From an optimization exercise on the open Yosys and OpenROAD flow, aimed at small area, a short achievable clock period and few clock cycles; shortcuts taken in it are not production practice. Function was checked by simulation only, so behaviour that the tests miss may differ from the original.

==> flow/design.v <==
package cnn_pkg;
   typedef enum logic [2:0] {S_IDLE, S_LOAD_K, S_FETCH, S_WRITE, S_ERR, S_DONE} state_e;
   function automatic integer k_taps(input integer k);
      k_taps = k * k;
   endfunction
   function automatic logic signed [63:0] sat_hi(input integer w);
      sat_hi = (64'sd1 <<< (w - 1)) - 64'sd1;
   endfunction
   function automatic logic signed [63:0] sat_lo(input integer w);
      sat_lo = -(64'sd1 <<< (w - 1));
   endfunction
endpackage
module cnn_mac_sat
#(
   parameter int DATA_W = 16,
   parameter int ACC_W  = 35
) (
   input  logic [ACC_W-1:0]  acc_i,
   input  logic [4:0]        shift_i,
   output logic [DATA_W-1:0] res_o
);
   localparam int HW = ACC_W - DATA_W + 1;    
   logic [ACC_W+DATA_W-2:0] ext;
   logic [DATA_W-1:0]       win;
   logic [HW-1:0]           diff, above;
   logic                    sgn, ovf;
   assign sgn  = acc_i[ACC_W-1];
   assign ext  = {{(DATA_W-1){sgn}}, acc_i};
   assign win  = DATA_W'(ext >> shift_i);
   always_comb begin
      for (int k = 0; k < HW; k++) begin
         diff[k]  = acc_i[DATA_W-1+k] ^ sgn;
         above[k] = 5'(k) >= shift_i;
      end
   end
   assign ovf   = |(diff & above);
   assign res_o = ovf ? {sgn, {(DATA_W-1){~sgn}}} : win;
endmodule
module cnn_mul (
   input  logic [7:0]  neg_i,
   input  logic [7:0]  one_i,
   input  logic [7:0]  two_i,
   input  logic [15:0] b_i,
   output logic [34:0] s_o,
   output logic [34:0] c_o
);
   logic x_0_0, x_0_1, x_0_2, x_0_3, x_0_4, x_0_5, x_0_6, x_0_7, x_0_8, x_0_9, x_0_10, x_0_11, x_0_12, x_0_13, x_0_14, x_0_15, x_0_16, x_1_0, x_1_1, x_1_2, x_1_3, x_1_4, x_1_5, x_1_6, x_1_7, x_1_8, x_1_9, x_1_10, x_1_11, x_1_12, x_1_13, x_1_14, x_1_15, x_1_16, x_2_0, x_2_1, x_2_2, x_2_3, x_2_4, x_2_5, x_2_6, x_2_7, x_2_8, x_2_9, x_2_10, x_2_11, x_2_12, x_2_13, x_2_14, x_2_15, x_2_16, x_3_0, x_3_1, x_3_2, x_3_3, x_3_4, x_3_5, x_3_6, x_3_7, x_3_8, x_3_9, x_3_10, x_3_11, x_3_12, x_3_13, x_3_14, x_3_15, x_3_16, x_4_0, x_4_1, x_4_2, x_4_3, x_4_4, x_4_5, x_4_6, x_4_7, x_4_8, x_4_9, x_4_10, x_4_11, x_4_12, x_4_13, x_4_14, x_4_15, x_4_16, x_5_0, x_5_1, x_5_2, x_5_3, x_5_4, x_5_5, x_5_6, x_5_7, x_5_8, x_5_9, x_5_10, x_5_11, x_5_12, x_5_13, x_5_14, x_5_15, x_5_16, x_6_0, x_6_1, x_6_2, x_6_3, x_6_4, x_6_5, x_6_6, x_6_7, x_6_8, x_6_9, x_6_10, x_6_11, x_6_12, x_6_13, x_6_14, x_6_15, x_6_16, x_7_0, x_7_1, x_7_2, x_7_3, x_7_4, x_7_5, x_7_6, x_7_7, x_7_8, x_7_9, x_7_10, x_7_11, x_7_12, x_7_13, x_7_14, x_7_15, x_7_16, hs0, hc0, hs1, hc1, fs0, fc0, hs2, hc2, fs1, fc1, hs3, hc3, fs2, fc2, fs3, fc3, hs4, hc4, fs4, fc4, fs5, fc5, hs5, hc5, fs6, fc6, fs7, fc7, hs6, hc6, fs8, fc8, fs9, fc9, fs10, fc10, hs7, hc7, fs11, fc11, hs8, hc8, hs9, hc9, hs10, hc10, fs12, fc12, hs11, hc11, fs13, fc13, hs12, hc12, fs14, fc14, fs15, fc15, fs16, fc16, fs17, fc17, fs18, fc18, fs19, fc19, fs20, fc20, fs21, fc21, fs22, fc22, fs23, fc23, fs24, fc24, fs25, fc25, fs26, fc26, fs27, fc27, fs28, fc28, fs29, fc29, fs30, fc30, fs31, fc31, fs32, fc32, fs33, fc33, fs34, fc34, fs35, fc35, fs36, fc36, fs37, fc37, fs38, fc38, hs13, hc13, fs39, fc39, hs14, hc14, hs15, hc15, hs16, hc16, fs40, fc40, fs41, fc41, fs42, fc42, fs43, fc43, fs44, fc44, fs45, fc45, fs46, fc46, fs47, fc47, fs48, fc48, fs49, fc49, fs50, fc50, fs51, fc51, fs52, fc52, fs53, fc53, fs54, fc54, fs55, fc55, fs56, fc56, fs57, fc57, fs58, fc58, fs59, fc59, hs17, hc17, hs18, hc18, hs19, hc19, fs60, fc60, fs61, fc61, fs62, fc62, fs63, fc63, fs64, fc64, fs65, fc65, fs66, fc66, fs67, fc67, fs68, fc68, fs69, fc69, fs70, fc70, fs71, fc71, fs72, fc72, fs73, fc73, fs74, fc74, fs75, fc75, fs76, fc76, fs77, fc77, fs78, fc78, fs79, fc79, fs80, fc80, fs81, fc81, fs82, fc82, fs83, fc83, hs20, hc20;
   assign x_0_0 = ((one_i[0] & b_i[0])) ^ neg_i[0];
   assign x_0_1 = ((one_i[0] & b_i[1]) | (two_i[0] & b_i[0])) ^ neg_i[0];
   assign x_0_2 = ((one_i[0] & b_i[2]) | (two_i[0] & b_i[1])) ^ neg_i[0];
   assign x_0_3 = ((one_i[0] & b_i[3]) | (two_i[0] & b_i[2])) ^ neg_i[0];
   assign x_0_4 = ((one_i[0] & b_i[4]) | (two_i[0] & b_i[3])) ^ neg_i[0];
   assign x_0_5 = ((one_i[0] & b_i[5]) | (two_i[0] & b_i[4])) ^ neg_i[0];
   assign x_0_6 = ((one_i[0] & b_i[6]) | (two_i[0] & b_i[5])) ^ neg_i[0];
   assign x_0_7 = ((one_i[0] & b_i[7]) | (two_i[0] & b_i[6])) ^ neg_i[0];
   assign x_0_8 = ((one_i[0] & b_i[8]) | (two_i[0] & b_i[7])) ^ neg_i[0];
   assign x_0_9 = ((one_i[0] & b_i[9]) | (two_i[0] & b_i[8])) ^ neg_i[0];
   assign x_0_10 = ((one_i[0] & b_i[10]) | (two_i[0] & b_i[9])) ^ neg_i[0];
   assign x_0_11 = ((one_i[0] & b_i[11]) | (two_i[0] & b_i[10])) ^ neg_i[0];
   assign x_0_12 = ((one_i[0] & b_i[12]) | (two_i[0] & b_i[11])) ^ neg_i[0];
   assign x_0_13 = ((one_i[0] & b_i[13]) | (two_i[0] & b_i[12])) ^ neg_i[0];
   assign x_0_14 = ((one_i[0] & b_i[14]) | (two_i[0] & b_i[13])) ^ neg_i[0];
   assign x_0_15 = ((one_i[0] & b_i[15]) | (two_i[0] & b_i[14])) ^ neg_i[0];
   assign x_0_16 = ~(((one_i[0] & b_i[15]) | (two_i[0] & b_i[15])) ^ neg_i[0]);
   assign x_1_0 = ((one_i[1] & b_i[0])) ^ neg_i[1];
   assign x_1_1 = ((one_i[1] & b_i[1]) | (two_i[1] & b_i[0])) ^ neg_i[1];
   assign x_1_2 = ((one_i[1] & b_i[2]) | (two_i[1] & b_i[1])) ^ neg_i[1];
   assign x_1_3 = ((one_i[1] & b_i[3]) | (two_i[1] & b_i[2])) ^ neg_i[1];
   assign x_1_4 = ((one_i[1] & b_i[4]) | (two_i[1] & b_i[3])) ^ neg_i[1];
   assign x_1_5 = ((one_i[1] & b_i[5]) | (two_i[1] & b_i[4])) ^ neg_i[1];
   assign x_1_6 = ((one_i[1] & b_i[6]) | (two_i[1] & b_i[5])) ^ neg_i[1];
   assign x_1_7 = ((one_i[1] & b_i[7]) | (two_i[1] & b_i[6])) ^ neg_i[1];
   assign x_1_8 = ((one_i[1] & b_i[8]) | (two_i[1] & b_i[7])) ^ neg_i[1];
   assign x_1_9 = ((one_i[1] & b_i[9]) | (two_i[1] & b_i[8])) ^ neg_i[1];
   assign x_1_10 = ((one_i[1] & b_i[10]) | (two_i[1] & b_i[9])) ^ neg_i[1];
   assign x_1_11 = ((one_i[1] & b_i[11]) | (two_i[1] & b_i[10])) ^ neg_i[1];
   assign x_1_12 = ((one_i[1] & b_i[12]) | (two_i[1] & b_i[11])) ^ neg_i[1];
   assign x_1_13 = ((one_i[1] & b_i[13]) | (two_i[1] & b_i[12])) ^ neg_i[1];
   assign x_1_14 = ((one_i[1] & b_i[14]) | (two_i[1] & b_i[13])) ^ neg_i[1];
   assign x_1_15 = ((one_i[1] & b_i[15]) | (two_i[1] & b_i[14])) ^ neg_i[1];
   assign x_1_16 = ~(((one_i[1] & b_i[15]) | (two_i[1] & b_i[15])) ^ neg_i[1]);
   assign x_2_0 = ((one_i[2] & b_i[0])) ^ neg_i[2];
   assign x_2_1 = ((one_i[2] & b_i[1]) | (two_i[2] & b_i[0])) ^ neg_i[2];
   assign x_2_2 = ((one_i[2] & b_i[2]) | (two_i[2] & b_i[1])) ^ neg_i[2];
   assign x_2_3 = ((one_i[2] & b_i[3]) | (two_i[2] & b_i[2])) ^ neg_i[2];
   assign x_2_4 = ((one_i[2] & b_i[4]) | (two_i[2] & b_i[3])) ^ neg_i[2];
   assign x_2_5 = ((one_i[2] & b_i[5]) | (two_i[2] & b_i[4])) ^ neg_i[2];
   assign x_2_6 = ((one_i[2] & b_i[6]) | (two_i[2] & b_i[5])) ^ neg_i[2];
   assign x_2_7 = ((one_i[2] & b_i[7]) | (two_i[2] & b_i[6])) ^ neg_i[2];
   assign x_2_8 = ((one_i[2] & b_i[8]) | (two_i[2] & b_i[7])) ^ neg_i[2];
   assign x_2_9 = ((one_i[2] & b_i[9]) | (two_i[2] & b_i[8])) ^ neg_i[2];
   assign x_2_10 = ((one_i[2] & b_i[10]) | (two_i[2] & b_i[9])) ^ neg_i[2];
   assign x_2_11 = ((one_i[2] & b_i[11]) | (two_i[2] & b_i[10])) ^ neg_i[2];
   assign x_2_12 = ((one_i[2] & b_i[12]) | (two_i[2] & b_i[11])) ^ neg_i[2];
   assign x_2_13 = ((one_i[2] & b_i[13]) | (two_i[2] & b_i[12])) ^ neg_i[2];
   assign x_2_14 = ((one_i[2] & b_i[14]) | (two_i[2] & b_i[13])) ^ neg_i[2];
   assign x_2_15 = ((one_i[2] & b_i[15]) | (two_i[2] & b_i[14])) ^ neg_i[2];
   assign x_2_16 = ~(((one_i[2] & b_i[15]) | (two_i[2] & b_i[15])) ^ neg_i[2]);
   assign x_3_0 = ((one_i[3] & b_i[0])) ^ neg_i[3];
   assign x_3_1 = ((one_i[3] & b_i[1]) | (two_i[3] & b_i[0])) ^ neg_i[3];
   assign x_3_2 = ((one_i[3] & b_i[2]) | (two_i[3] & b_i[1])) ^ neg_i[3];
   assign x_3_3 = ((one_i[3] & b_i[3]) | (two_i[3] & b_i[2])) ^ neg_i[3];
   assign x_3_4 = ((one_i[3] & b_i[4]) | (two_i[3] & b_i[3])) ^ neg_i[3];
   assign x_3_5 = ((one_i[3] & b_i[5]) | (two_i[3] & b_i[4])) ^ neg_i[3];
   assign x_3_6 = ((one_i[3] & b_i[6]) | (two_i[3] & b_i[5])) ^ neg_i[3];
   assign x_3_7 = ((one_i[3] & b_i[7]) | (two_i[3] & b_i[6])) ^ neg_i[3];
   assign x_3_8 = ((one_i[3] & b_i[8]) | (two_i[3] & b_i[7])) ^ neg_i[3];
   assign x_3_9 = ((one_i[3] & b_i[9]) | (two_i[3] & b_i[8])) ^ neg_i[3];
   assign x_3_10 = ((one_i[3] & b_i[10]) | (two_i[3] & b_i[9])) ^ neg_i[3];
   assign x_3_11 = ((one_i[3] & b_i[11]) | (two_i[3] & b_i[10])) ^ neg_i[3];
   assign x_3_12 = ((one_i[3] & b_i[12]) | (two_i[3] & b_i[11])) ^ neg_i[3];
   assign x_3_13 = ((one_i[3] & b_i[13]) | (two_i[3] & b_i[12])) ^ neg_i[3];
   assign x_3_14 = ((one_i[3] & b_i[14]) | (two_i[3] & b_i[13])) ^ neg_i[3];
   assign x_3_15 = ((one_i[3] & b_i[15]) | (two_i[3] & b_i[14])) ^ neg_i[3];
   assign x_3_16 = ~(((one_i[3] & b_i[15]) | (two_i[3] & b_i[15])) ^ neg_i[3]);
   assign x_4_0 = ((one_i[4] & b_i[0])) ^ neg_i[4];
   assign x_4_1 = ((one_i[4] & b_i[1]) | (two_i[4] & b_i[0])) ^ neg_i[4];
   assign x_4_2 = ((one_i[4] & b_i[2]) | (two_i[4] & b_i[1])) ^ neg_i[4];
   assign x_4_3 = ((one_i[4] & b_i[3]) | (two_i[4] & b_i[2])) ^ neg_i[4];
   assign x_4_4 = ((one_i[4] & b_i[4]) | (two_i[4] & b_i[3])) ^ neg_i[4];
   assign x_4_5 = ((one_i[4] & b_i[5]) | (two_i[4] & b_i[4])) ^ neg_i[4];
   assign x_4_6 = ((one_i[4] & b_i[6]) | (two_i[4] & b_i[5])) ^ neg_i[4];
   assign x_4_7 = ((one_i[4] & b_i[7]) | (two_i[4] & b_i[6])) ^ neg_i[4];
   assign x_4_8 = ((one_i[4] & b_i[8]) | (two_i[4] & b_i[7])) ^ neg_i[4];
   assign x_4_9 = ((one_i[4] & b_i[9]) | (two_i[4] & b_i[8])) ^ neg_i[4];
   assign x_4_10 = ((one_i[4] & b_i[10]) | (two_i[4] & b_i[9])) ^ neg_i[4];
   assign x_4_11 = ((one_i[4] & b_i[11]) | (two_i[4] & b_i[10])) ^ neg_i[4];
   assign x_4_12 = ((one_i[4] & b_i[12]) | (two_i[4] & b_i[11])) ^ neg_i[4];
   assign x_4_13 = ((one_i[4] & b_i[13]) | (two_i[4] & b_i[12])) ^ neg_i[4];
   assign x_4_14 = ((one_i[4] & b_i[14]) | (two_i[4] & b_i[13])) ^ neg_i[4];
   assign x_4_15 = ((one_i[4] & b_i[15]) | (two_i[4] & b_i[14])) ^ neg_i[4];
   assign x_4_16 = ~(((one_i[4] & b_i[15]) | (two_i[4] & b_i[15])) ^ neg_i[4]);
   assign x_5_0 = ((one_i[5] & b_i[0])) ^ neg_i[5];
   assign x_5_1 = ((one_i[5] & b_i[1]) | (two_i[5] & b_i[0])) ^ neg_i[5];
   assign x_5_2 = ((one_i[5] & b_i[2]) | (two_i[5] & b_i[1])) ^ neg_i[5];
   assign x_5_3 = ((one_i[5] & b_i[3]) | (two_i[5] & b_i[2])) ^ neg_i[5];
   assign x_5_4 = ((one_i[5] & b_i[4]) | (two_i[5] & b_i[3])) ^ neg_i[5];
   assign x_5_5 = ((one_i[5] & b_i[5]) | (two_i[5] & b_i[4])) ^ neg_i[5];
   assign x_5_6 = ((one_i[5] & b_i[6]) | (two_i[5] & b_i[5])) ^ neg_i[5];
   assign x_5_7 = ((one_i[5] & b_i[7]) | (two_i[5] & b_i[6])) ^ neg_i[5];
   assign x_5_8 = ((one_i[5] & b_i[8]) | (two_i[5] & b_i[7])) ^ neg_i[5];
   assign x_5_9 = ((one_i[5] & b_i[9]) | (two_i[5] & b_i[8])) ^ neg_i[5];
   assign x_5_10 = ((one_i[5] & b_i[10]) | (two_i[5] & b_i[9])) ^ neg_i[5];
   assign x_5_11 = ((one_i[5] & b_i[11]) | (two_i[5] & b_i[10])) ^ neg_i[5];
   assign x_5_12 = ((one_i[5] & b_i[12]) | (two_i[5] & b_i[11])) ^ neg_i[5];
   assign x_5_13 = ((one_i[5] & b_i[13]) | (two_i[5] & b_i[12])) ^ neg_i[5];
   assign x_5_14 = ((one_i[5] & b_i[14]) | (two_i[5] & b_i[13])) ^ neg_i[5];
   assign x_5_15 = ((one_i[5] & b_i[15]) | (two_i[5] & b_i[14])) ^ neg_i[5];
   assign x_5_16 = ~(((one_i[5] & b_i[15]) | (two_i[5] & b_i[15])) ^ neg_i[5]);
   assign x_6_0 = ((one_i[6] & b_i[0])) ^ neg_i[6];
   assign x_6_1 = ((one_i[6] & b_i[1]) | (two_i[6] & b_i[0])) ^ neg_i[6];
   assign x_6_2 = ((one_i[6] & b_i[2]) | (two_i[6] & b_i[1])) ^ neg_i[6];
   assign x_6_3 = ((one_i[6] & b_i[3]) | (two_i[6] & b_i[2])) ^ neg_i[6];
   assign x_6_4 = ((one_i[6] & b_i[4]) | (two_i[6] & b_i[3])) ^ neg_i[6];
   assign x_6_5 = ((one_i[6] & b_i[5]) | (two_i[6] & b_i[4])) ^ neg_i[6];
   assign x_6_6 = ((one_i[6] & b_i[6]) | (two_i[6] & b_i[5])) ^ neg_i[6];
   assign x_6_7 = ((one_i[6] & b_i[7]) | (two_i[6] & b_i[6])) ^ neg_i[6];
   assign x_6_8 = ((one_i[6] & b_i[8]) | (two_i[6] & b_i[7])) ^ neg_i[6];
   assign x_6_9 = ((one_i[6] & b_i[9]) | (two_i[6] & b_i[8])) ^ neg_i[6];
   assign x_6_10 = ((one_i[6] & b_i[10]) | (two_i[6] & b_i[9])) ^ neg_i[6];
   assign x_6_11 = ((one_i[6] & b_i[11]) | (two_i[6] & b_i[10])) ^ neg_i[6];
   assign x_6_12 = ((one_i[6] & b_i[12]) | (two_i[6] & b_i[11])) ^ neg_i[6];
   assign x_6_13 = ((one_i[6] & b_i[13]) | (two_i[6] & b_i[12])) ^ neg_i[6];
   assign x_6_14 = ((one_i[6] & b_i[14]) | (two_i[6] & b_i[13])) ^ neg_i[6];
   assign x_6_15 = ((one_i[6] & b_i[15]) | (two_i[6] & b_i[14])) ^ neg_i[6];
   assign x_6_16 = ~(((one_i[6] & b_i[15]) | (two_i[6] & b_i[15])) ^ neg_i[6]);
   assign x_7_0 = ((one_i[7] & b_i[0])) ^ neg_i[7];
   assign x_7_1 = ((one_i[7] & b_i[1]) | (two_i[7] & b_i[0])) ^ neg_i[7];
   assign x_7_2 = ((one_i[7] & b_i[2]) | (two_i[7] & b_i[1])) ^ neg_i[7];
   assign x_7_3 = ((one_i[7] & b_i[3]) | (two_i[7] & b_i[2])) ^ neg_i[7];
   assign x_7_4 = ((one_i[7] & b_i[4]) | (two_i[7] & b_i[3])) ^ neg_i[7];
   assign x_7_5 = ((one_i[7] & b_i[5]) | (two_i[7] & b_i[4])) ^ neg_i[7];
   assign x_7_6 = ((one_i[7] & b_i[6]) | (two_i[7] & b_i[5])) ^ neg_i[7];
   assign x_7_7 = ((one_i[7] & b_i[7]) | (two_i[7] & b_i[6])) ^ neg_i[7];
   assign x_7_8 = ((one_i[7] & b_i[8]) | (two_i[7] & b_i[7])) ^ neg_i[7];
   assign x_7_9 = ((one_i[7] & b_i[9]) | (two_i[7] & b_i[8])) ^ neg_i[7];
   assign x_7_10 = ((one_i[7] & b_i[10]) | (two_i[7] & b_i[9])) ^ neg_i[7];
   assign x_7_11 = ((one_i[7] & b_i[11]) | (two_i[7] & b_i[10])) ^ neg_i[7];
   assign x_7_12 = ((one_i[7] & b_i[12]) | (two_i[7] & b_i[11])) ^ neg_i[7];
   assign x_7_13 = ((one_i[7] & b_i[13]) | (two_i[7] & b_i[12])) ^ neg_i[7];
   assign x_7_14 = ((one_i[7] & b_i[14]) | (two_i[7] & b_i[13])) ^ neg_i[7];
   assign x_7_15 = ((one_i[7] & b_i[15]) | (two_i[7] & b_i[14])) ^ neg_i[7];
   assign x_7_16 = ~(((one_i[7] & b_i[15]) | (two_i[7] & b_i[15])) ^ neg_i[7]);
   assign hs0 = x_0_10 ^ x_1_8;
   assign hc0 = x_0_10 & x_1_8;
   assign hs1 = x_0_11 ^ x_1_9;
   assign hc1 = x_0_11 & x_1_9;
   assign fs0 = x_0_12 ^ x_1_10 ^ x_2_8;
   assign fc0 = (x_0_12 & x_1_10) | (x_0_12 & x_2_8) | (x_1_10 & x_2_8);
   assign hs2 = x_3_6 ^ x_4_4;
   assign hc2 = x_3_6 & x_4_4;
   assign fs1 = x_0_13 ^ x_1_11 ^ x_2_9;
   assign fc1 = (x_0_13 & x_1_11) | (x_0_13 & x_2_9) | (x_1_11 & x_2_9);
   assign hs3 = x_3_7 ^ x_4_5;
   assign hc3 = x_3_7 & x_4_5;
   assign fs2 = x_0_14 ^ x_1_12 ^ x_2_10;
   assign fc2 = (x_0_14 & x_1_12) | (x_0_14 & x_2_10) | (x_1_12 & x_2_10);
   assign fs3 = x_3_8 ^ x_4_6 ^ x_5_4;
   assign fc3 = (x_3_8 & x_4_6) | (x_3_8 & x_5_4) | (x_4_6 & x_5_4);
   assign hs4 = x_6_2 ^ x_7_0;
   assign hc4 = x_6_2 & x_7_0;
   assign fs4 = x_0_15 ^ x_1_13 ^ x_2_11;
   assign fc4 = (x_0_15 & x_1_13) | (x_0_15 & x_2_11) | (x_1_13 & x_2_11);
   assign fs5 = x_3_9 ^ x_4_7 ^ x_5_5;
   assign fc5 = (x_3_9 & x_4_7) | (x_3_9 & x_5_5) | (x_4_7 & x_5_5);
   assign hs5 = x_6_3 ^ x_7_1;
   assign hc5 = x_6_3 & x_7_1;
   assign fs6 = x_0_16 ^ x_1_14 ^ x_2_12;
   assign fc6 = (x_0_16 & x_1_14) | (x_0_16 & x_2_12) | (x_1_14 & x_2_12);
   assign fs7 = x_3_10 ^ x_4_8 ^ x_5_6;
   assign fc7 = (x_3_10 & x_4_8) | (x_3_10 & x_5_6) | (x_4_8 & x_5_6);
   assign hs6 = x_6_4 ^ x_7_2;
   assign hc6 = x_6_4 & x_7_2;
   assign fs8 = x_1_15 ^ x_2_13 ^ x_3_11;
   assign fc8 = (x_1_15 & x_2_13) | (x_1_15 & x_3_11) | (x_2_13 & x_3_11);
   assign fs9 = x_4_9 ^ x_5_7 ^ x_6_5;
   assign fc9 = (x_4_9 & x_5_7) | (x_4_9 & x_6_5) | (x_5_7 & x_6_5);
   assign fs10 = x_1_16 ^ x_2_14 ^ x_3_12;
   assign fc10 = (x_1_16 & x_2_14) | (x_1_16 & x_3_12) | (x_2_14 & x_3_12);
   assign hs7 = x_4_10 ^ x_5_8;
   assign hc7 = x_4_10 & x_5_8;
   assign fs11 = x_2_15 ^ x_3_13 ^ x_4_11;
   assign fc11 = (x_2_15 & x_3_13) | (x_2_15 & x_4_11) | (x_3_13 & x_4_11);
   assign hs8 = x_2_16 ^ x_3_14;
   assign hc8 = x_2_16 & x_3_14;
   assign hs9 = x_0_6 ^ x_1_4;
   assign hc9 = x_0_6 & x_1_4;
   assign hs10 = x_0_7 ^ x_1_5;
   assign hc10 = x_0_7 & x_1_5;
   assign fs12 = x_0_8 ^ x_1_6 ^ x_2_4;
   assign fc12 = (x_0_8 & x_1_6) | (x_0_8 & x_2_4) | (x_1_6 & x_2_4);
   assign hs11 = x_3_2 ^ x_4_0;
   assign hc11 = x_3_2 & x_4_0;
   assign fs13 = x_0_9 ^ x_1_7 ^ x_2_5;
   assign fc13 = (x_0_9 & x_1_7) | (x_0_9 & x_2_5) | (x_1_7 & x_2_5);
   assign hs12 = x_3_3 ^ x_4_1;
   assign hc12 = x_3_3 & x_4_1;
   assign fs14 = x_2_6 ^ x_3_4 ^ x_4_2;
   assign fc14 = (x_2_6 & x_3_4) | (x_2_6 & x_4_2) | (x_3_4 & x_4_2);
   assign fs15 = x_5_0 ^ neg_i[5] ^ hs0;
   assign fc15 = (x_5_0 & neg_i[5]) | (x_5_0 & hs0) | (neg_i[5] & hs0);
   assign fs16 = x_2_7 ^ x_3_5 ^ x_4_3;
   assign fc16 = (x_2_7 & x_3_5) | (x_2_7 & x_4_3) | (x_3_5 & x_4_3);
   assign fs17 = x_5_1 ^ hc0 ^ hs1;
   assign fc17 = (x_5_1 & hc0) | (x_5_1 & hs1) | (hc0 & hs1);
   assign fs18 = x_5_2 ^ x_6_0 ^ neg_i[6];
   assign fc18 = (x_5_2 & x_6_0) | (x_5_2 & neg_i[6]) | (x_6_0 & neg_i[6]);
   assign fs19 = hc1 ^ fs0 ^ hs2;
   assign fc19 = (hc1 & fs0) | (hc1 & hs2) | (fs0 & hs2);
   assign fs20 = x_5_3 ^ x_6_1 ^ fc0;
   assign fc20 = (x_5_3 & x_6_1) | (x_5_3 & fc0) | (x_6_1 & fc0);
   assign fs21 = hc2 ^ fs1 ^ hs3;
   assign fc21 = (hc2 & fs1) | (hc2 & hs3) | (fs1 & hs3);
   assign fs22 = neg_i[7] ^ fc1 ^ hc3;
   assign fc22 = (neg_i[7] & fc1) | (neg_i[7] & hc3) | (fc1 & hc3);
   assign fs23 = fs2 ^ fs3 ^ hs4;
   assign fc23 = (fs2 & fs3) | (fs2 & hs4) | (fs3 & hs4);
   assign fs24 = fc2 ^ fc3 ^ hc4;
   assign fc24 = (fc2 & fc3) | (fc2 & hc4) | (fc3 & hc4);
   assign fs25 = fs4 ^ fs5 ^ hs5;
   assign fc25 = (fs4 & fs5) | (fs4 & hs5) | (fs5 & hs5);
   assign fs26 = fc4 ^ fc5 ^ hc5;
   assign fc26 = (fc4 & fc5) | (fc4 & hc5) | (fc5 & hc5);
   assign fs27 = fs6 ^ fs7 ^ hs6;
   assign fc27 = (fs6 & fs7) | (fs6 & hs6) | (fs7 & hs6);
   assign fs28 = x_7_3 ^ fc6 ^ fc7;
   assign fc28 = (x_7_3 & fc6) | (x_7_3 & fc7) | (fc6 & fc7);
   assign fs29 = hc6 ^ fs8 ^ fs9;
   assign fc29 = (hc6 & fs8) | (hc6 & fs9) | (fs8 & fs9);
   assign fs30 = x_6_6 ^ x_7_4 ^ fc8;
   assign fc30 = (x_6_6 & x_7_4) | (x_6_6 & fc8) | (x_7_4 & fc8);
   assign fs31 = fc9 ^ fs10 ^ hs7;
   assign fc31 = (fc9 & fs10) | (fc9 & hs7) | (fs10 & hs7);
   assign fs32 = x_5_9 ^ x_6_7 ^ x_7_5;
   assign fc32 = (x_5_9 & x_6_7) | (x_5_9 & x_7_5) | (x_6_7 & x_7_5);
   assign fs33 = fc10 ^ hc7 ^ fs11;
   assign fc33 = (fc10 & hc7) | (fc10 & fs11) | (hc7 & fs11);
   assign fs34 = x_4_12 ^ x_5_10 ^ x_6_8;
   assign fc34 = (x_4_12 & x_5_10) | (x_4_12 & x_6_8) | (x_5_10 & x_6_8);
   assign fs35 = x_7_6 ^ fc11 ^ hs8;
   assign fc35 = (x_7_6 & fc11) | (x_7_6 & hs8) | (fc11 & hs8);
   assign fs36 = x_3_15 ^ x_4_13 ^ x_5_11;
   assign fc36 = (x_3_15 & x_4_13) | (x_3_15 & x_5_11) | (x_4_13 & x_5_11);
   assign fs37 = x_6_9 ^ x_7_7 ^ hc8;
   assign fc37 = (x_6_9 & x_7_7) | (x_6_9 & hc8) | (x_7_7 & hc8);
   assign fs38 = x_3_16 ^ x_4_14 ^ x_5_12;
   assign fc38 = (x_3_16 & x_4_14) | (x_3_16 & x_5_12) | (x_4_14 & x_5_12);
   assign hs13 = x_6_10 ^ x_7_8;
   assign hc13 = x_6_10 & x_7_8;
   assign fs39 = x_4_15 ^ x_5_13 ^ x_6_11;
   assign fc39 = (x_4_15 & x_5_13) | (x_4_15 & x_6_11) | (x_5_13 & x_6_11);
   assign hs14 = x_4_16 ^ x_5_14;
   assign hc14 = x_4_16 & x_5_14;
   assign hs15 = x_0_4 ^ x_1_2;
   assign hc15 = x_0_4 & x_1_2;
   assign hs16 = x_0_5 ^ x_1_3;
   assign hc16 = x_0_5 & x_1_3;
   assign fs40 = x_2_2 ^ x_3_0 ^ neg_i[3];
   assign fc40 = (x_2_2 & x_3_0) | (x_2_2 & neg_i[3]) | (x_3_0 & neg_i[3]);
   assign fs41 = x_2_3 ^ x_3_1 ^ hc9;
   assign fc41 = (x_2_3 & x_3_1) | (x_2_3 & hc9) | (x_3_1 & hc9);
   assign fs42 = neg_i[4] ^ hc10 ^ fs12;
   assign fc42 = (neg_i[4] & hc10) | (neg_i[4] & fs12) | (hc10 & fs12);
   assign fs43 = fc12 ^ hc11 ^ fs13;
   assign fc43 = (fc12 & hc11) | (fc12 & fs13) | (hc11 & fs13);
   assign fs44 = fc13 ^ hc12 ^ fs14;
   assign fc44 = (fc13 & hc12) | (fc13 & fs14) | (hc12 & fs14);
   assign fs45 = fc14 ^ fc15 ^ fs16;
   assign fc45 = (fc14 & fc15) | (fc14 & fs16) | (fc15 & fs16);
   assign fs46 = fc16 ^ fc17 ^ fs18;
   assign fc46 = (fc16 & fc17) | (fc16 & fs18) | (fc17 & fs18);
   assign fs47 = fc18 ^ fc19 ^ fs20;
   assign fc47 = (fc18 & fc19) | (fc18 & fs20) | (fc19 & fs20);
   assign fs48 = fc20 ^ fc21 ^ fs22;
   assign fc48 = (fc20 & fc21) | (fc20 & fs22) | (fc21 & fs22);
   assign fs49 = fc22 ^ fc23 ^ fs24;
   assign fc49 = (fc22 & fc23) | (fc22 & fs24) | (fc23 & fs24);
   assign fs50 = fc24 ^ fc25 ^ fs26;
   assign fc50 = (fc24 & fc25) | (fc24 & fs26) | (fc25 & fs26);
   assign fs51 = fc26 ^ fc27 ^ fs28;
   assign fc51 = (fc26 & fc27) | (fc26 & fs28) | (fc27 & fs28);
   assign fs52 = fc28 ^ fc29 ^ fs30;
   assign fc52 = (fc28 & fc29) | (fc28 & fs30) | (fc29 & fs30);
   assign fs53 = fc30 ^ fc31 ^ fs32;
   assign fc53 = (fc30 & fc31) | (fc30 & fs32) | (fc31 & fs32);
   assign fs54 = fc32 ^ fc33 ^ fs34;
   assign fc54 = (fc32 & fc33) | (fc32 & fs34) | (fc33 & fs34);
   assign fs55 = fc34 ^ fc35 ^ fs36;
   assign fc55 = (fc34 & fc35) | (fc34 & fs36) | (fc35 & fs36);
   assign fs56 = fc36 ^ fc37 ^ fs38;
   assign fc56 = (fc36 & fc37) | (fc36 & fs38) | (fc37 & fs38);
   assign fs57 = x_7_9 ^ fc38 ^ hc13;
   assign fc57 = (x_7_9 & fc38) | (x_7_9 & hc13) | (fc38 & hc13);
   assign fs58 = x_6_12 ^ x_7_10 ^ fc39;
   assign fc58 = (x_6_12 & x_7_10) | (x_6_12 & fc39) | (x_7_10 & fc39);
   assign fs59 = x_5_15 ^ x_6_13 ^ x_7_11;
   assign fc59 = (x_5_15 & x_6_13) | (x_5_15 & x_7_11) | (x_6_13 & x_7_11);
   assign hs17 = x_5_16 ^ x_6_14;
   assign hc17 = x_5_16 & x_6_14;
   assign hs18 = x_0_2 ^ x_1_0;
   assign hc18 = x_0_2 & x_1_0;
   assign hs19 = x_0_3 ^ x_1_1;
   assign hc19 = x_0_3 & x_1_1;
   assign fs60 = x_2_0 ^ neg_i[2] ^ hs15;
   assign fc60 = (x_2_0 & neg_i[2]) | (x_2_0 & hs15) | (neg_i[2] & hs15);
   assign fs61 = x_2_1 ^ hc15 ^ hs16;
   assign fc61 = (x_2_1 & hc15) | (x_2_1 & hs16) | (hc15 & hs16);
   assign fs62 = hs9 ^ hc16 ^ fs40;
   assign fc62 = (hs9 & hc16) | (hs9 & fs40) | (hc16 & fs40);
   assign fs63 = hs10 ^ fc40 ^ fs41;
   assign fc63 = (hs10 & fc40) | (hs10 & fs41) | (fc40 & fs41);
   assign fs64 = hs11 ^ fc41 ^ fs42;
   assign fc64 = (hs11 & fc41) | (hs11 & fs42) | (fc41 & fs42);
   assign fs65 = hs12 ^ fc42 ^ fs43;
   assign fc65 = (hs12 & fc42) | (hs12 & fs43) | (fc42 & fs43);
   assign fs66 = fs15 ^ fc43 ^ fs44;
   assign fc66 = (fs15 & fc43) | (fs15 & fs44) | (fc43 & fs44);
   assign fs67 = fs17 ^ fc44 ^ fs45;
   assign fc67 = (fs17 & fc44) | (fs17 & fs45) | (fc44 & fs45);
   assign fs68 = fs19 ^ fc45 ^ fs46;
   assign fc68 = (fs19 & fc45) | (fs19 & fs46) | (fc45 & fs46);
   assign fs69 = fs21 ^ fc46 ^ fs47;
   assign fc69 = (fs21 & fc46) | (fs21 & fs47) | (fc46 & fs47);
   assign fs70 = fs23 ^ fc47 ^ fs48;
   assign fc70 = (fs23 & fc47) | (fs23 & fs48) | (fc47 & fs48);
   assign fs71 = fs25 ^ fc48 ^ fs49;
   assign fc71 = (fs25 & fc48) | (fs25 & fs49) | (fc48 & fs49);
   assign fs72 = fs27 ^ fc49 ^ fs50;
   assign fc72 = (fs27 & fc49) | (fs27 & fs50) | (fc49 & fs50);
   assign fs73 = fs29 ^ fc50 ^ fs51;
   assign fc73 = (fs29 & fc50) | (fs29 & fs51) | (fc50 & fs51);
   assign fs74 = fs31 ^ fc51 ^ fs52;
   assign fc74 = (fs31 & fc51) | (fs31 & fs52) | (fc51 & fs52);
   assign fs75 = fs33 ^ fc52 ^ fs53;
   assign fc75 = (fs33 & fc52) | (fs33 & fs53) | (fc52 & fs53);
   assign fs76 = fs35 ^ fc53 ^ fs54;
   assign fc76 = (fs35 & fc53) | (fs35 & fs54) | (fc53 & fs54);
   assign fs77 = fs37 ^ fc54 ^ fs55;
   assign fc77 = (fs37 & fc54) | (fs37 & fs55) | (fc54 & fs55);
   assign fs78 = hs13 ^ fc55 ^ fs56;
   assign fc78 = (hs13 & fc55) | (hs13 & fs56) | (fc55 & fs56);
   assign fs79 = fs39 ^ fc56 ^ fs57;
   assign fc79 = (fs39 & fc56) | (fs39 & fs57) | (fc56 & fs57);
   assign fs80 = hs14 ^ fc57 ^ fs58;
   assign fc80 = (hs14 & fc57) | (hs14 & fs58) | (fc57 & fs58);
   assign fs81 = hc14 ^ fc58 ^ fs59;
   assign fc81 = (hc14 & fc58) | (hc14 & fs59) | (fc58 & fs59);
   assign fs82 = x_7_12 ^ fc59 ^ hs17;
   assign fc82 = (x_7_12 & fc59) | (x_7_12 & hs17) | (fc59 & hs17);
   assign fs83 = x_6_15 ^ x_7_13 ^ hc17;
   assign fc83 = (x_6_15 & x_7_13) | (x_6_15 & hc17) | (x_7_13 & hc17);
   assign hs20 = x_6_16 ^ x_7_14;
   assign hc20 = x_6_16 & x_7_14;
   assign s_o = {1'b0, 1'b0, 1'b0, 1'b0, x_7_16, x_7_15, fc83, fc82, fc81, fc80, fc79, fc78, fc77, fc76, fc75, fc74, fc73, fc72, fc71, fc70, fc69, fc68, fc67, fc66, fc65, fc64, fc63, fc62, fc61, fc60, hc19, hc18, neg_i[1], x_0_1, x_0_0};
   assign c_o = {1'b0, 1'b0, 1'b0, 1'b0, 1'b0, hc20, hs20, fs83, fs82, fs81, fs80, fs79, fs78, fs77, fs76, fs75, fs74, fs73, fs72, fs71, fs70, fs69, fs68, fs67, fs66, fs65, fs64, fs63, fs62, fs61, fs60, hs19, hs18, 1'b0, neg_i[0]};
endmodule
module cnn_conv_engine
#(
   parameter int DATA_W = 16,
   parameter int ADDR_W = 12,
   parameter int DIM_W  = 8,
   parameter int K      = 3,
   parameter int ACC_W  = 40
) (
   input  logic              clk_i,
   input  logic              rst_ni,
   input  logic              start_i,
   input  logic [ADDR_W-1:0] img_base_i,
   input  logic [ADDR_W-1:0] ker_base_i,
   input  logic [ADDR_W-1:0] out_base_i,
   input  logic [DIM_W-1:0]  img_w_i,
   input  logic [DIM_W-1:0]  img_h_i,
   input  logic [4:0]        shift_i,
   output logic              mem_rd_req_o,
   output logic              mem_wr_req_o,
   output logic [ADDR_W-1:0] mem_addr_o,
   output logic [DATA_W-1:0] mem_wdata_o,
   input  logic [DATA_W-1:0] mem_rdata_i,
   input  logic              mem_ready_i,
   output logic              busy_o,
   output logic              done_o,
   output logic              err_o
);
   localparam int AW = 2 * DATA_W + 3;
   localparam int LW = AW / 2 + 1;
   localparam int HW = AW - LW;
   localparam int ND = DATA_W / 2;       
   localparam logic [AW-1:0] BK   = AW'(((64'd1 << (2 * ND)) - 64'd1) / 64'd3) << DATA_W;
   localparam logic [AW-1:0] BWC9 = AW'(0) - AW'(9) * BK;
   logic              busy_q, kload_q, done_q, err_q, step_q;
   logic [DIM_W-1:0]  w_q, x_q, rem_q;    
   logic              last_q, odd_q;      
   logic [4:0]        shift_q;
   logic [5:0]        slot_q;             
   logic              oddm_q;             
   logic [2:0]        c3_q;               
   logic [1:0]        wcnt_q;
   logic              first_q, flush_q;
   logic [ADDR_W-1:0] ibase_q, raddr_q, wptr_q;
   logic [DATA_W-1:0] ker_q [9];
   logic [DATA_W-1:0] kv_q [3];           
   logic [DATA_W-1:0] res_q;
   logic [ND-1:0]     neg_q, one_q, two_q;
   logic [ND-1:0]     neg_n, one_n, two_n;
   logic [DATA_W:0]   pext;
   logic [AW-1:0]     p0_q [3];
   logic [AW-1:0]     p1_q [3];
   logic [2:0]        p0c_q, p1c_q;
   logic [AW-1:0]     ps_q [3];
   logic [AW-1:0]     pc_q [3];
   logic [2:0]        sel0_q, sel1_q, fresh_q;
   logic              row_q;
   logic              rd_q, wr_q;
   logic              lastcol_q;                     
   logic [ADDR_W-1:0] rdelta_q, wdelta_q;
   logic [ADDR_W-1:0] addr_q;
   logic              go;
   logic              busy_s, kload_s, oddm_s, flush_s, first_s, last_s, odd_s, lastcol_s;
   logic              rd_s, wr_s, wrs_s;
   logic [ADDR_W-1:0] rdelta_s, wdelta_s, addr_s;
   logic [5:0]        slot_s;
   logic [2:0]        c3_s;
   logic [1:0]        wcnt_s;
   logic [DIM_W-1:0]  x_s, rem_s;
   logic [ADDR_W-1:0] raddr_s, wptr_s;
   logic              accept, bad_dims, run, xz, lastcol;
   logic              rdreq, wrreq, adv, colend_c, jobend_c, col_end, job_end, kdone;
   logic [5:0]        slot_n;
   logic              oddm_n;
   logic [2:0]        c3_n;
   logic [2:0]        ky_n;
   logic              row, shft;
   logic [ADDR_W-1:0] w12, d_1m2w, d_1m3w, ow12, d_1mow, rdelta, wdelta;
   logic [AW-1:0]     ain [3];
   logic [AW-1:0]     sum [3];
   logic [2:0]        ainc, sumc;
   logic [AW-1:0]     cs_s [3];
   logic [AW-1:0]     cs_c [3];
   logic [AW-1:0]     pcap;
   logic              pcapc;
   logic [AW-1:0]     acap;
   logic              cap_en, cap_row, res_en;
   logic [AW-1:0]     cap_q;
   logic              capc_q;
   logic [AW-1:0]     ps [3];
   logic [AW-1:0]     pc [3];
   logic [DATA_W-1:0] kv_n [3];
   logic [DATA_W-1:0] sat;
   assign accept   = start_i & ~busy_q;
   assign bad_dims = img_w_i < DIM_W'(3) || img_h_i < DIM_W'(3);
   assign run      = busy_q & ~kload_q;
   assign lastcol  = lastcol_q;
   assign kdone    = kload_q & mem_ready_i & lastcol;
   assign xz       = wcnt_q == 2'd0;
   assign rdreq    = rd_q & ~kload_q;
   assign wrreq    = wr_q;
   assign adv      = ~(rd_q | wr_q) | mem_ready_i;
   assign colend_c = slot_q[5] | (slot_q[4] & odd_q) | (slot_q[3] & oddm_q);
   assign jobend_c = flush_q & (slot_q[4] | (slot_q[3] & oddm_q));
   assign col_end  = run & adv & colend_c & ~jobend_c;
   assign job_end  = run & adv & jobend_c;
   assign mem_rd_req_o = rd_q;
   assign mem_wr_req_o = wr_q;
   assign mem_addr_o   = addr_q;
   assign mem_wdata_o  = res_q;
   assign busy_o       = busy_q;
   assign done_o       = done_q;
   assign err_o        = err_q;
   assign w12    = ADDR_W'(w_q);
   assign d_1m2w = ADDR_W'(1) - (w12 << 1);
   assign d_1m3w = d_1m2w - w12;
   assign ow12   = w12 - ADDR_W'(2);
   assign d_1mow = ADDR_W'(3) - w12;
   assign rdelta = rdelta_q;
   assign wdelta = wdelta_q;
   assign row  = slot_q[0] | slot_q[5] | (slot_q[3] & ~oddm_q);
   assign shft = slot_q[1] | (slot_q[3] & ~oddm_q);
   always_comb begin
      slot_n = (colend_c | jobend_c) ? 6'b000001 : {slot_q[4:0], 1'b0};
      oddm_n = oddm_q;
      c3_n   = c3_q;
      if (colend_c) begin
         c3_n = {c3_q[1:0], c3_q[2]};
         if (!lastcol) oddm_n = odd_q;
         else if (!last_q) oddm_n = 1'b0;
      end
      ky_n[0] = slot_n[1] | (slot_n[3] & ~oddm_n);
      ky_n[1] = slot_n[2] | slot_n[5];
      ky_n[2] = slot_n[0] | slot_n[4] | (slot_n[3] & oddm_n);
      for (int j = 0; j < 3; j++) begin
         kv_n[j] = '0;
         for (int r = 0; r < 3; r++)
            for (int ky = 0; ky < 3; ky++)
               kv_n[j] = kv_n[j] | ({DATA_W{c3_q[r] & ky_n[ky]}} & ker_q[3 * ky + (r - j + 3) % 3]);
      end
   end
   always_comb begin
      pext = {mem_rdata_i, 1'b0};
      for (int i = 0; i < ND; i++) begin
         neg_n[i] = pext[2*i+2];
         one_n[i] = pext[2*i+1] ^ pext[2*i];
         two_n[i] = (pext[2*i+2] & ~pext[2*i+1] & ~pext[2*i]) | (~pext[2*i+2] & pext[2*i+1] & pext[2*i]);
      end
   end
   for (genvar j = 0; j < 3; j++) begin : g_mul
      cnn_mul u_mul (
         .neg_i (neg_q),
         .one_i (one_q),
         .two_i (two_q),
         .b_i   (kv_q[j]),
         .s_o   (ps[j]),
         .c_o   (pc[j])
      );
   end
   always_ff @(posedge clk_i) begin
      for (int j = 0; j < 3; j++) begin
         ps_q[j] <= ~ps[j];
         pc_q[j] <= ~pc[j];
      end
      row_q   <= row;
      fresh_q <= {3{shft}} & c3_q;
      sel0_q  <= {3{~row}} & ~({3{shft}} & c3_q);
      sel1_q  <= {3{row}} & ~({3{shft}} & c3_q);
   end
   always_comb begin
      for (int j = 0; j < 3; j++) begin
         ain[j]  = ({AW{fresh_q[j]}} & BWC9) | ({AW{sel1_q[j]}} & p1_q[j]) | ({AW{sel0_q[j]}} & p0_q[j]);
         ainc[j] = (sel1_q[j] & p1c_q[j]) | (sel0_q[j] & p0c_q[j]);
         cs_s[j] = ain[j] ^ ~ps_q[j] ^ ~pc_q[j];
         cs_c[j] = ((ain[j] & ~ps_q[j]) | (ain[j] & ~pc_q[j]) | (~ps_q[j] & ~pc_q[j])) << 1;
         {sumc[j], sum[j][LW-1:0]} = {1'b0, cs_s[j][LW-1:0]} + {1'b0, cs_c[j][LW-1:0]};
         sum[j][AW-1:LW] = HW'(({cs_s[j][AW-1:LW], ainc[j]} + {cs_c[j][AW-1:LW], 1'b1}) >> 1);
      end
   end
   assign cap_en  = (slot_q[0] & ~oddm_q) | (slot_q[1] & oddm_q) | (slot_q[2] & ~oddm_q);
   assign cap_row = slot_q[2];
   assign res_en  = (slot_q[1] & ~oddm_q) | (slot_q[3] & ~oddm_q) | (slot_q[2] & oddm_q);
   always_comb begin
      pcap  = '0;
      pcapc = 1'b0;
      for (int j = 0; j < 3; j++) begin
         pcap  = pcap | ({AW{c3_q[j]}} & (cap_row ? p1_q[j] : p0_q[j]));
         pcapc = pcapc | (c3_q[j] & (cap_row ? p1c_q[j] : p0c_q[j]));
      end
      acap = cap_q + (AW'(capc_q) << LW);
   end
   cnn_mac_sat #(.DATA_W(DATA_W), .ACC_W(AW)) u_sat (
      .acc_i   (acap),
      .shift_i (shift_q),
      .res_o   (sat)
   );
   always_comb begin
      busy_s  = busy_q;
      kload_s = kload_q;
      slot_s  = slot_q;
      oddm_s  = oddm_q;
      c3_s    = c3_q;
      flush_s = flush_q;
      wcnt_s  = wcnt_q;
      first_s = first_q;
      x_s     = x_q;
      rem_s   = rem_q;
      last_s  = last_q;
      odd_s   = odd_q;
      raddr_s = raddr_q;
      wptr_s  = wptr_q;
      if (kload_q) begin
         raddr_s = lastcol ? ibase_q : raddr_q + rdelta;
         x_s     = lastcol ? w_q - 1'b1 : x_q - 1'b1;
         kload_s = ~lastcol;
      end else begin
         if (rdreq) raddr_s = raddr_q + rdelta;
         if (wrreq) wptr_s = wptr_q + wdelta;
         if (jobend_c) busy_s = 1'b0;
         slot_s = slot_n;
         oddm_s = oddm_n;
         c3_s   = c3_n;
         if (colend_c && !jobend_c) begin
            if (lastcol) begin
               if (last_q) flush_s = 1'b1;
               else begin
                  x_s     = w_q - 1'b1;
                  wcnt_s  = '0;
                  first_s = 1'b0;
                  rem_s   = rem_q - DIM_W'(2);
                  last_s  = rem_q <= DIM_W'(4);
                  odd_s   = rem_q == DIM_W'(3);
               end
            end else begin
               x_s    = x_q - 1'b1;
               wcnt_s = wcnt_q == 2'd3 ? 2'd3 : wcnt_q + 1'b1;
            end
         end
      end
      lastcol_s = x_s == '0;
      if (kload_s)                                   rdelta_s = ADDR_W'(1);
      else if (slot_s[5])                            rdelta_s = lastcol_s ? d_1m2w : d_1m3w;
      else if ((slot_s[3] | slot_s[2]) & odd_s)      rdelta_s = d_1m2w;
      else                                           rdelta_s = w12;
      if (slot_s[4])          wdelta_s = (wcnt_s == 2'd0) ? ADDR_W'(1) : d_1mow;
      else if (oddm_s)        wdelta_s = ADDR_W'(1);
      else                    wdelta_s = ow12;
      rd_s   = kload_s | (busy_s & ~kload_s & ~flush_s &
               (slot_s[0] | slot_s[1] | (slot_s[2] & oddm_s) | (slot_s[3] & ~oddm_s) | slot_s[5]));
      wrs_s  = (slot_s[2] & ~oddm_s) | (slot_s[3] & oddm_s) | slot_s[4];
      wr_s   = busy_s & ~kload_s & wrs_s &
               (flush_s | (wcnt_s == 2'd3) | ((wcnt_s == 2'd0) & ~first_s));
      addr_s = wrs_s ? wptr_s : raddr_s;
   end
   assign go = (kload_q & mem_ready_i) | (run & adv);
   always_ff @(posedge clk_i or negedge rst_ni) begin
      if (!rst_ni) begin
         busy_q  <= 1'b0;
         kload_q <= 1'b0;
         done_q  <= 1'b0;
         err_q   <= 1'b0;
         step_q  <= 1'b0;
         rd_q    <= 1'b0;
         wr_q    <= 1'b0;
      end else begin
         step_q  <= run & adv;
         busy_q  <= accept ? ~bad_dims : go ? busy_s : busy_q;
         kload_q <= accept ? ~bad_dims : go ? kload_s : kload_q;
         done_q  <= (accept & bad_dims) | job_end;
         if (accept) err_q <= bad_dims;
         rd_q    <= accept ? ~bad_dims : go ? rd_s : rd_q;
         wr_q    <= ~accept & (go ? wr_s : wr_q);
      end
   end
   always_ff @(posedge clk_i) begin
      if (accept) begin
         slot_q    <= 6'b000001;
         oddm_q    <= 1'b0;
         c3_q      <= 3'b001;
         flush_q   <= 1'b0;
         wcnt_q    <= '0;
         first_q   <= 1'b1;
         x_q       <= DIM_W'(8);
         rem_q     <= img_h_i - DIM_W'(2);
         last_q    <= img_h_i <= DIM_W'(4);
         odd_q     <= img_h_i == DIM_W'(3);
         raddr_q   <= ker_base_i;
         wptr_q    <= out_base_i;
         addr_q    <= ker_base_i;
         lastcol_q <= 1'b0;
         rdelta_q  <= ADDR_W'(1);
      end else if (go) begin
         slot_q    <= slot_s;
         oddm_q    <= oddm_s;
         c3_q      <= c3_s;
         flush_q   <= flush_s;
         wcnt_q    <= wcnt_s;
         first_q   <= first_s;
         x_q       <= x_s;
         rem_q     <= rem_s;
         last_q    <= last_s;
         odd_q     <= odd_s;
         raddr_q   <= raddr_s;
         wptr_q    <= wptr_s;
         addr_q    <= addr_s;
         lastcol_q <= lastcol_s;
         rdelta_q  <= rdelta_s;
         wdelta_q  <= wdelta_s;
      end
      if (accept) begin
         w_q     <= img_w_i;
         shift_q <= shift_i;
         ibase_q <= img_base_i;
      end
      if (kload_q && mem_ready_i) begin
         for (int i = 0; i < 8; i++) ker_q[i] <= ker_q[i + 1];
         ker_q[8] <= mem_rdata_i;
      end
      if (rdreq && mem_ready_i) begin
         neg_q <= neg_n;
         one_q <= one_n;
         two_q <= two_n;
      end
      if (step_q) begin
         for (int j = 0; j < 3; j++) begin
            if (row_q) begin
               p1_q[j]  <= sum[j];
               p1c_q[j] <= sumc[j];
            end else begin
               p0_q[j]  <= sum[j];
               p0c_q[j] <= sumc[j];
            end
         end
      end
      if (run && adv) begin
         for (int j = 0; j < 3; j++) kv_q[j] <= kv_n[j];
         if (cap_en) begin
            cap_q  <= pcap;
            capc_q <= pcapc;
         end
         if (res_en) res_q <= sat;
      end
   end
endmodule
==> flow/flow/run.sh <==
#!/bin/bash
set -euo pipefail
MARGIN=6.5
sed -E "s/SETUP_SLACK_MARGIN=[-0-9.]+/SETUP_SLACK_MARGIN=${MARGIN}/" standard.sh > standard_margin.sh
grep -q "SETUP_SLACK_MARGIN=${MARGIN}" standard_margin.sh
bash standard_margin.sh > standard.log 2>&1
==> flow/standard.sh <==
#!/bin/bash
# synth_recipe.tcl (not shown) runs the flow's synth.tcl, then flattens the netlist and writes it again
# the make line also repeats each setting of config.mk as NAME=value (left out here)
make -C /OpenROAD-flow-scripts/flow DESIGN_CONFIG=/design/flow/config.mk WORK_HOME=/design/flow/orfs CLKGATE_MAP_FILE= SYNTH_SCRIPT=/design/flow/synth_recipe.tcl "${@:-finish}"
==> flow/config.mk <==
export PLATFORM = sky130hd
export DESIGN_NAME = cnn_conv_engine
export DESIGN_NICKNAME = cnn_conv_engine
export VERILOG_FILES = /design/flow/design.v
export SDC_FILE = /design/flow/constraint.sdc
export NUM_CORES = 4
export LEC_CHECK = 0
export CAP_MARGIN = 20
export CORE_MARGIN = 2
export CORE_UTILIZATION = 62
export PLACE_DENSITY = 0.75
export SETUP_SLACK_MARGIN = 5
export SLEW_MARGIN = 20
==> flow/constraint.sdc <==
create_clock -name core_clock -period 10.5 [get_ports {clk_i}]
set_input_delay 2.1000 -clock core_clock [delete_from_list [all_inputs] [get_ports {clk_i}]]
set_output_delay 2.1000 -clock core_clock [all_outputs]
set_load 0.01 [all_outputs]
==> summary.txt, run 1 <==
Status
The flow ran to the end and the layout has no timing, DRC or antenna violations.

Logic synthesis
Summing the areas of all compound-gate instances in the mapped netlist gives 17.77% of the synthesized area. In the synthesized netlist the dominant register cell turns out to be edfxtp_1. The most instantiated library cell after synthesis is edfxtp_1. After synthesis, the cell types taking the most area are edfxtp_1 (31%), fa_1 (12%), dfxtp_1 (8.1%). Synthesis produced a netlist whose cell count is 5129. After Yosys synthesis, and, or, nand and nor cells account for 6.986% of the synthesized area.

The count of flip-flops with a built-in enable after synthesis is 564. The async set-reset flop share out of synthesis is 0.8850%. The Yosys step of the flow raised 26 warnings.

The number of different library cells in the post-synthesis netlist is 93. The combinational family with the most area after synthesis is compound AO/OA/AOI/OAI gates. The portion of netlist area occupied by mux cells is 2.781%. The adder-cell share of the synthesized area is 17.05%. Of the total synthesized cell area, the portion taken by XOR and XNOR cells is 8.867%. The commonest cells after synthesis are edfxtp_1 (564), inv_1 (547), a22oi_1 (496).

The largest area contributor in the synthesized netlist is edfxtp_1. The post-synthesis sequential element count is 791. The number of nets in the synthesized netlist is 5742. Averaged over all synthesized cells, the footprint is 10.55 µm². The synthesized cell area is 0.05413 mm².

In this run the biggest area consumer among cell types represents 31.29% of the synthesized area. The register area share after synthesis is 39.75%.

Global route
The first global-routing pass estimated 237.8 mm of wire. In the global route stage, overall resource usage came out at 34.14%. The number of global-route vias before repair was 41.58k. The total overflow left after global routing is 0. The initial antenna violation count came to 0. Entering global routing, the biggest net connects 84 pins.

CTS
The number of clock sinks is 791. The number of buffers on the longest clock path is 3. The cell sitting at the root of the clock tree is a clkbuf_16. CTS built an H-tree with a depth of 3.

After clock tree synthesis, the clock-pin slew on the worst setup and hold paths is 60 ps. The total CTS buffers is 87. TritonCTS built the clock tree. Clock latency on the worst-skew pair, taken at its later pin, is 690 ps.

STA
The max-slew violation count was 0. The clock skew after layout is 38.95 ps. Setup repair after global routing left no endpoint under its margin.

The worst path in the final design needs a cycle of 3929 ps, including I/O delays and setup. The final count of hold timing violations is 0. Summed over all failing endpoints, the final setup total negative slack is 0 ps. The worst path meets setup with 6571 ps of slack.

The headroom to the max-slew limit is 25.23%. The transition time at the pin with the least slew margin is 1121 ps. Setup violations remaining at the end of the flow were counted as 0. For this run, the top clock speed supported by timing is 254.5 MHz. Hold timing on the final database bottoms out at a slack of 478.2 ps. The worst path uses 37.42% of the clock period.

Placed design
The placement-stage worst setup slack is 4727 ps. The HPWL after detailed placement is 100.8 mm. During placement, the flow inserted port buffers numbering 109. The placed instances occupy a cell area of 0.05565 mm². The number of placed instances, taps included, is 6049. The placer's final routability congestion estimate is 0.9077.

Floorplan
The area of the die is 0.08968 mm². The floorplan has 108 rows. In this run the vertical extent of the chip is 299.5 µm.

The number of I/O pins is 110. The width of the die is 299.5 µm. Once the floorplan was initialized, standard cells occupied 62.49% of the core. The area of the placeable core is 0.08662 mm².

Critical path
The type of origin of the critical path is a flip-flop. The critical path goes through buf_6 -> clkdlybuf4s50_1. The slowest stage of the critical path is the clkdlybuf4s50_1 cell. Along the worst path, the maximum fanout reaches 16. STA puts the critical path data arrival time at 1830 ps. For the worst setup path, the data required time is 8400 ps. The start-to-end type of the worst setup path is reg2out. The worst setup path is captured at an output port.

The critical path's largest stage delay is 570 ps.

Finish
The final design area excluding fillers is 0.05892 mm². For this run, the post-layout net count is 5608. Cells with a size suffix above 1 make up 6.826% of the layout.

The post-route core utilization is 68.02%. The area growth from synthesis to layout is 8.844%. Fill cells in the final layout number 6507. The post-layout instance count excluding filler cells is 6225.

Route
The routed via count is 41.33k. The iteration count of the initial detailed-routing pass is 14. Dividing the detail-routed wire length by the instance count gives 24.53 µm.

After the first detailed-routing iteration, the DRC count stood at 5444. The count of unresolved DRC violations after routing is 0. The detail route stage leaves a number of antenna-violating nets equal to 0. The final wirelength is 152.7 mm. Dividing the detail-routed via count by the number of cells gives 6.640.

Min path
The min-delay analysis places its worst path in the category reg2reg.

Run
The number of max-capacitance violations reported is 0.
-- cell usage in the layout (no fill, tap or decap), types with 114 or more instances in the layout --
master | netlist | layout
a21oi_1 | 138 | 136
a22oi_1 | 496 | 496
dfxtp_1 | 220 | 215
edfxtp_1 | 564 | 564
fa_1 | 336 | 336
ha_1 | 200 | 200
inv_1 | 547 | 546
nand2_1 | 293 | 293
nor2_1 | 226 | 224
o21ai_0 | 209 | 202
xnor2_1 | 434 | 434
xor2_1 | 114 | 114
-- critical path: cells and delay by family (launching register included) --
family                 cells  cell delay [ps]
buffers and inverters      2              790
DFF                        1              380
-- path summary, 6_finish.rpt --
check                               from      endpoint  slack (ps)  depth (start not counted)
worst max-delay path                rd_q  mem_rd_req_o        6570                          2
worst min-delay path             first_q       first_q         480                          2
worst max register to register  neg_q[5]   pc_q[1][15]        6660                          9
worst min register to register   first_q       first_q         480                          2
max in group asynchronous         rst_ni        step_q        8450                          1
min in group asynchronous         rst_ni       kload_q        1740                          1
-- registers in the layout (all words and copies together), names as in the netlist, 8 cells and up, named ones only --
name      cells
wptr_q       12
rem_q         8
ibase_q      12
cap_q        35
ker_q       144
addr_q       12
wdelta_q      9
ps_q         91
raddr_q      12
w_q           8
two_q         8
res_q        16
p0_q        105
x_q           8
neg_q         8
rdelta_q     11
p1_q        105
one_q         8
pc_q         85
kv_q         48
-- timing repair --
item,CTS,global route
setup endpoints to repair,231,82
pin swaps,1,2
gates resized for setup,33,35
setup buffers,5,4
cloned,3,0
hold buffers,0,0
-- kinds of logic after synthesis --
family          count (synthesis)
xor+xnor                      548
mux                           134
flops                         791
fa+ha+maj                     536
compound gates               1327
simple gates                  824
buf+inv                       969
-- layout make-up --
cell class | instances | area [µm²] | share of cell area, %
inverter | 557 | 2105 | 3.572
multi-input combinational | 3371 | 29130 | 49.45
clock inverter | 53 | 598.1 | 1.015
sequential | 791 | 21530 | 36.54
timing repair buffer | 186 | 1793 | 3.043
tap | 1155 | 1445 | 2.453
clock buffer | 110 | 2303 | 3.910
timing repair inverter | 1 | 7.507 | 0.01274
antenna | 1 | 2.502 | 0.004247
-- metal layers --
layer	global-route usage, %	part of all wire (%)	vias to the layer above
met2	53.74	45	2581
met4	18.02	6.0	0
met1	45.41	39	20092
met5	0.1587	0	-
met3	6.146	11	528
li1	-	-	18133
Testbench counts, summed over its fixed seeds: cycles 58,378.
==> run 2, diff against run 1 <==
==> flow/flow/run.sh (replaced) <==
#!/bin/bash
set -euo pipefail
MARGIN=7.0
sed -E "s/SETUP_SLACK_MARGIN=[-0-9.]+/SETUP_SLACK_MARGIN=${MARGIN}/" standard.sh > standard_margin.sh
grep -q "SETUP_SLACK_MARGIN=${MARGIN}" standard_margin.sh
bash standard_margin.sh > standard.log 2>&1
==> summary.txt, run 2 <==
Status
The run finished with no timing, DRC or antenna violations.

Global route
The largest net degree at the start of global routing is 79. The first global-routing pass estimated 244.0 mm of wire. The initial antenna violation count is 1.

The total routing resource utilization after global routing is 35.16%. The number of global-route vias before repair was 42.36k. Global routing finished with a remaining overflow of 0.

Logic synthesis
Sequential cells were found to cover 39.75% of the synthesized design area. Measured against the total synthesized area, the mux share comes to 2.781%. The simple-gate share of the synthesized area is 6.986%.

By area, the combinational part of the netlist is dominated by compound AO/OA/AOI/OAI gates. The prevailing post-synth register cell is edfxtp_1. Each instance of the synthesized netlist takes up on average 10.55 µm². The post-synthesis sequential element count is 791. The largest area contributor in the synthesized netlist is edfxtp_1.

The synthesized netlist cell count is 5129. The top cell type by area accounts for 31.29% of the synthesized area. Summing the areas of all xor and xnor instances in the mapped netlist gives 8.867% of the synthesized area.

The net count after synthesis is 5742. By count the netlist is led by edfxtp_1 (564), inv_1 (547), a22oi_1 (496). The adder-cell share of the synthesized area is 17.05%. By instance count, the leading cell after synthesis is edfxtp_1. Of all flip-flops after synthesis, the portion carrying an async set or reset was 0.8850%. The synthesized cell area is 0.05413 mm².

The synthesized-area fraction occupied by ao, oa, aoi and oai cells is 17.77%. The number of different library cells in the post-synthesis netlist is 93. In the post-synthesis netlist, the biggest area contributors are edfxtp_1 (31%), fa_1 (12%), dfxtp_1 (8.1%). The count of flip-flops with a built-in enable after synthesis is 564. The count of yosys warnings during synthesis is 26.

Floorplan
The number of I/O pins is 110. The floorplan has 108 rows. In this run the horizontal extent of the chip is 299.5 µm. The core region is 0.08662 mm².

Once the floorplan was initialized, standard cells occupied 62.49% of the core. The die is 299.5 µm tall. The floorplan step defined a die boundary enclosing 0.08968 mm².

Finish
0 antenna diodes ended up in the layout. Compared with the post-synthesis result, the final layout area differs by 15.10%. The finished layout holds 6413 standard cells, fillers aside. In the final layout, the registers with the most flip-flops are ker_q (144), p0_q (105), p1_q (105). Leaving out fill and tap cells, the most frequent cell in the layout is edfxtp_1.

The number of filler cells placed in the layout is 5905. Cells fill 71.92% of the core in the end. Leaving out fill and tap cells, the most frequent cells in the layout are edfxtp_1 (564), inv_1 (539), a22oi_1 (471), xnor2_1 (431), fa_1 (326). The fraction of final layout cells sized beyond drive strength 1 is 13.05%. The net count reported at finish is 5795. The number of flip-flops in the largest register is 144. With fillers left out, the area of the finished cells amounts to 0.06230 mm².

The multi-input combinational cells in the finished layout cover a total of 0.02994 mm². The sequential cells in the finished layout cover a total of 0.02155 mm². The register with the most flip-flops is ker_q.

Route
Using the TritonRoute via totals, the vias-per-cell ratio works out to 6.669. The iteration count of the initial detailed-routing pass is 12. The final wirelength is 161.3 mm. The routed via count is 42.77k. The count of unresolved DRC violations after routing is 0.

After detailed routing, the average wire length per cell comes to 25.15 µm. In this run the remaining antenna-violating nets after routing total 0. The count of routing violations after the opening detailed-route iteration is 6262.

Run
The tool flagged a number of max-cap violations equal to 0.

STA
The clock arrives with 39.97 ps of skew. For the final routed database, the setup TNS stands at 0 ps. Setup repair after global routing could not meet its margin everywhere.

The number of setup violations in the final report is 0. Setup slack closes at 6926 ps. The final count of hold timing violations is 0.

The max-slew violation count is 0. The minimum period implied by the final worst setup slack is 3574 ps. For this run, the top clock speed supported by timing is 279.8 MHz. Of the available clock period, the critical path in the final layout requires 34.03%. In this run the tightest slew margin relative to its limit is 30.93%. At the pin with the least slew margin, the transition time is 1036 ps.

CTS
TritonCTS created 88 clock buffers. The clock root buffer is clkbuf_16. TritonCTS built the clock tree. The H-tree generated during clock tree synthesis spans 3 levels. Clock-pin slew was measured on the worst setup and hold paths at 60 ps.

The number of buffers on the longest clock path is 3. Counting every sink on the clock net gives 791. In this run, post-CTS hold repair placed 0 buffers. At the later pin of the worst-skew pair, clock insertion delay measures 700 ps.

Critical path
STA classifies the critical path startpoint as a flip-flop. The critical path's largest stage delay is 510 ps. The critical path goes through buf_12 -> a22o_1 -> fa_1 -> inv_1 -> fa_2 -> nor2b_1 -> o21ai_1 -> a21boi_1 -> o31ai_2 -> buf_4 -> a21o_1 -> a21oi_2 -> o31a_1 -> o21bai_1 -> xor2_1. STA puts the critical path data required time at 10920 ps. In this run the worst path has a maximum fanout of 6.

The critical path is of the reg2reg type. The worst path arrival time is 3990 ps. The capturing element type of the critical path is a flip-flop.

On the critical path, the stage with the largest delay is an instance of fa_1.

Placed design
At the placement stage, the worst setup path has a slack of 4618 ps. Including well taps, the total number of placed cells is 6043. The number of buffers inserted by port buffering is 109.

The congestion estimate from routability-driven global placement came to 0.8944. Summed over all nets, the half-perimeter wirelength after detailed placement is 98.58 mm. The standard cell area after detailed placement is 0.05567 mm².

Min path
The tightest min-delay check is of the reg2reg type.
## run 2: cell counts after synthesis
No cell type changed its count.
## run 2: critical path, delay by kind of cell, from the launching register on
| kind | cells | cell delay (ps) |
|---|---|---|
| and+or+nand+nor | 1 | 130 |
| adders and majority gates | 2 | 880 |
| buffers and inverters | 3 | 370 |
| AOI/OAI and AO/OA | 8 | 1360 |
| DFF | 1 | 380 |
| xor gates and xnor gates | 1 | 160 |
## run 2: area by class of cell
cell class                      instances  area share, %
Clock buffer                          110          3.814
Multi-Input combinational cell       3371          48.05
Inverter                              557          3.458
Timing Repair Buffer                  372          6.487
Clock inverter                         56          1.269
Timing Repair inverter                  1        0.01205
Tap cell                             1155          2.320
Sequential cell                       791          34.59
## run 2: path summary, 6_finish.rpt
| check | from | to | cells past startpoint | slack (ps) |
|---|---|---|---|---|
| min in group asynchronous | rst_ni | err_q | 1 | 1740 |
| hold reg to reg | rdelta_q[5] | rdelta_q[5] | 2 | 480 |
| setup reg to reg | sel1_q[0] | p1_q[0][33] | 15 | 6930 |
| max in group asynchronous | rst_ni | wr_q | 1 | 8420 |
| hold / removal | rdelta_q[5] | rdelta_q[5] | 2 | 480 |
| setup / recovery | sel1_q[0] | p1_q[0][33] | 15 | 6930 |
## run 2: metrics by stage
step / hold WS, ps
after global placement: 456.8
after global routing: 497.6
final: 481.3
after CTS: 474.5
after detailed placement: 461.3
after floorplan: 430.4
## run 2: kinds of logic after synthesis
family,after synthesis
DFF,791
AOI/OAI and AO/OA,1327
adders and majority gates,536
buffers and inverters,969
xor gates and xnor gates,548
muxes,134
and+or+nand+nor,824
## run 2: what timing repair did
item / CTS / global route
buffers inserted: 90 / 100
cloned: 11 / 3
pin swaps: 38 / 71
endpoints found under the setup margin: 470 / 159
resized for setup: 214 / 170
## run 2: routing by layer
metal	GRT usage [%]	part of all wire (%)
met1	45.70	38
met2	54.50	45
met3	8.023	11
met4	20.19	6.2
met5	0	0

## port drivers added, routing unchanged
The flow's constraints put no driver on any port. The routed layouts listed below were extracted and timed again, unchanged, in two steps.
Step 1 assumes that a clkbuf_16 drives the clock port and a buf_2 every other input.
Step 2 also shifts input and output timing later by t, the mid clock arrival at the registers, as if the neighbouring blocks saw the same clock.
Slacks: ideal ports / drivers / drivers and shift; pairs: ideal ports / drivers.
run | shift t [ns] | setup WS [ns] | worst register clock-pin slew, ns | worst data-port slew with drivers (ns) | cell pins on the clock port's net
run 1 | 0.732 | 6.571 / 6.504 / 5.955 | 0.07 / 0.07 | 0.07 | 1
run 2 | 0.745 | 6.926 / 6.926 / 6.337 | 0.07 / 0.07 | 0.09 | 1
After both steps every run listed still meets setup and hold. For run 1, which loses most, drivers alone change the setup slack by -0.067 ns; drivers and shift together by -0.616 ns.
